Background: an optimization exercise with open tools, aiming at small area. Do not read the settings as production practice.
The RTL was checked by simulation tests, not by an equivalence proof against the original design.
Power is estimated from default activity; no workload was simulated.

Design stereo_cap_top, start of the top module:
module stereo_cap_top (
    input  logic               clk_50_4m,
    input  logic               rst,
    input  logic               cam_vsync,
    input  logic               cam_href,
    input  logic               cam_byte_valid,
    input  logic [7:0]         cam_data,
    output logic               vid_hs,
    output logic               vid_vs,
    output logic               vid_de,
    output logic [23:0]        vid_rgb,     
    output logic [8-1:0] frames_stored,
    output logic [8-1:0] frames_dropped
);
    logic                pix_valid;
    logic [15:0]         pix;
    logic                cam_frame_start;
    logic                mem_wr_en;
    ctrl_pkg::bank_t     mem_wr_bank;
    ctrl_pkg::fb_addr_t  mem_wr_addr;
    logic [15:0]         mem_wr_data;
    logic                mem_wr_restart;
    logic                mem_rd_en;
    ctrl_pkg::bank_t     mem_rd_bank;
    logic [15:0]         mem_rd_data;     
    logic                vt_de;
    logic [2:0]          vt_row;
    logic                vt_frame_start;
    logic [3:0]          vt_phase;
    cam_capture cam_capture0 (
        .clk_50_4m       (clk_50_4m),
        .rst             (rst),
        .cam_vsync       (cam_vsync),
        .cam_href        (cam_href),
        .cam_byte_valid  (cam_byte_valid),
        .cam_data        (cam_data),
        .pix_valid       (pix_valid),
        .pix             (pix),
  ...
Size: roughly 4300 flip-flops, roughly 56 I/O pins.
clock: 10.0 ns
lec_check: 0
cap_margin: 20
core_margin: 2
core_utilization: 45
slew_margin: 20
synth_memory_max_bits: 8192
run.sh (not shown) runs the stock make flow with config.mk's settings and CLKGATE_MAP_FILE= SYNTH_SCRIPT=/design/flow/synth_recipe.tcl, a recipe that flattens the netlist after the stock synthesis.
The starting point completed without violations.
Next try:
--- a/flow/config.mk
+++ b/flow/config.mk
@@ -9,3 +9,5 @@
 export CORE_MARGIN = 2
-export CORE_UTILIZATION = 45
+export CORE_UTILIZATION = 70
+export CTS_CLUSTER_DIAMETER = 100
+export CTS_CLUSTER_SIZE = 26
 export SLEW_MARGIN = 20
Via count is lower by 3.2%.
Wire length drops by 1.4%.
Non-clock buffer count increases by 7.
Power falls by 20%.
Final cell count shrinks by about 17%.
Utilization is higher by 23 points.
Sequential power stays flat.
Design area decreases by 8.2%.

main:
stereo_cap_top again, from the RTL that the note above started with.
// stereo_cap_top
module stereo_cap_top (
    input  logic               clk_50_4m,
    input  logic               rst,
    input  logic               cam_vsync,
    input  logic               cam_href,
    input  logic               cam_byte_valid,
    input  logic [7:0]         cam_data,
    output logic               vid_hs,
    output logic               vid_vs,
    output logic               vid_de,
    output logic [23:0]        vid_rgb,     
    output logic [8-1:0] frames_stored,
    output logic [8-1:0] frames_dropped
);
    logic                pix_valid;
    logic [15:0]         pix;
    logic                cam_frame_start;
    logic                mem_wr_en;
    ctrl_pkg::bank_t     mem_wr_bank;
    ctrl_pkg::fb_addr_t  mem_wr_addr;
    logic [15:0]         mem_wr_data;
    logic                mem_wr_restart;
    logic                mem_rd_en;
    ctrl_pkg::bank_t     mem_rd_bank;
    logic [15:0]         mem_rd_data;     
    logic                vt_de;
    logic [2:0]          vt_row;
    logic                vt_frame_start;
    logic [3:0]          vt_phase;
    cam_capture cam_capture0 (
        .clk_50_4m       (clk_50_4m),
        .rst             (rst),
        .cam_vsync       (cam_vsync),
        .cam_href        (cam_href),
        .cam_byte_valid  (cam_byte_valid),
        .cam_data        (cam_data),
        .pix_valid       (pix_valid),
  ...
==> flow/config.mk <==
export PLATFORM = sky130hd
export DESIGN_NAME = stereo_cap_top
export DESIGN_NICKNAME = stereo_cap_top
export VERILOG_FILES = /design/flow/design.v
export SDC_FILE = /design/flow/constraint.sdc
export NUM_CORES = 4
export LEC_CHECK = 0
export CAP_MARGIN = 20
export CORE_MARGIN = 2
export CORE_UTILIZATION = 60
export CTS_BUF_LIST = sky130_fd_sc_hd__clkbuf_8
export CTS_CLUSTER_SIZE = 40
export SLEW_MARGIN = 20
export SYNTH_MEMORY_MAX_BITS = 8192
==> flow/constraint.sdc <==
create_clock -name core_clock -period 10.0 [get_ports {clk_50_4m}]
set_input_delay 2.0000 -clock core_clock [delete_from_list [all_inputs] [get_ports {clk_50_4m}]]
set_output_delay 2.0000 -clock core_clock [all_outputs]
set_load 0.01 [all_outputs]
main: full flow OK, the timing, DRC and antenna checks passed
The inputs of the feature branch differ from those of main as listed below.
diff --git a/flow/config.mk b/flow/config.mk
--- a/flow/config.mk
+++ b/flow/config.mk
@@ -11,2 +11,2 @@
-export CTS_BUF_LIST = sky130_fd_sc_hd__clkbuf_8
-export CTS_CLUSTER_SIZE = 40
+export CTS_CLUSTER_DIAMETER = 100
+export CTS_CLUSTER_SIZE = 30
### Flow results
Total chip power: the feature branch vs main down 17%. Cells: the feature branch has fewer instances than main. Internal power in the feature branch is 16% lower than in main. Changes observed in the feature branch relative to main: shortest clock period the worst path allows after layout shows an increase of 0.0057 ns; aggregate routed wire length fell by about 5%; area growth from synthesis to layout went down by 7.9 points. The feature branch — clock-pin slew of the registers on the worst-case setup and hold paths 0.06 ns higher, main as reference.

[static timing again, ports no longer ideal]
How much do the figures lean on ideal ports? The routed layouts below were timed once more, with nothing changed but the port constraints. Step 1 assumes that a clkbuf_16 drives the clock port and a buf_2 every other input. Step 2 moves the port delays by t, midway between the first and last clock arrival at a register: inputs arrive t later, outputs are due t later. That takes back most of the time a late clock gives input paths. a / b / c = ideal ports / drivers / drivers and shift; a / b = the first two.
run	t, ns	setup slack, ns	hold slack, ns	pins driven straight from the clock port
the first run of note 1	0.994	5.829 / 5.829 / 5.829	0.264 / 0.264 / 0.264	1
the second run of note 1	0.887	5.731 / 5.731 / 5.731	0.301 / 0.301 / 0.301	1
main	1.105	5.637 / 5.637 / 5.637	0.293 / 0.293 / 0.293	1
the feature branch	0.903	5.632 / 5.632 / 5.632	0.324 / 0.324 / 0.324	1
After both steps setup and hold are still met in every run listed.
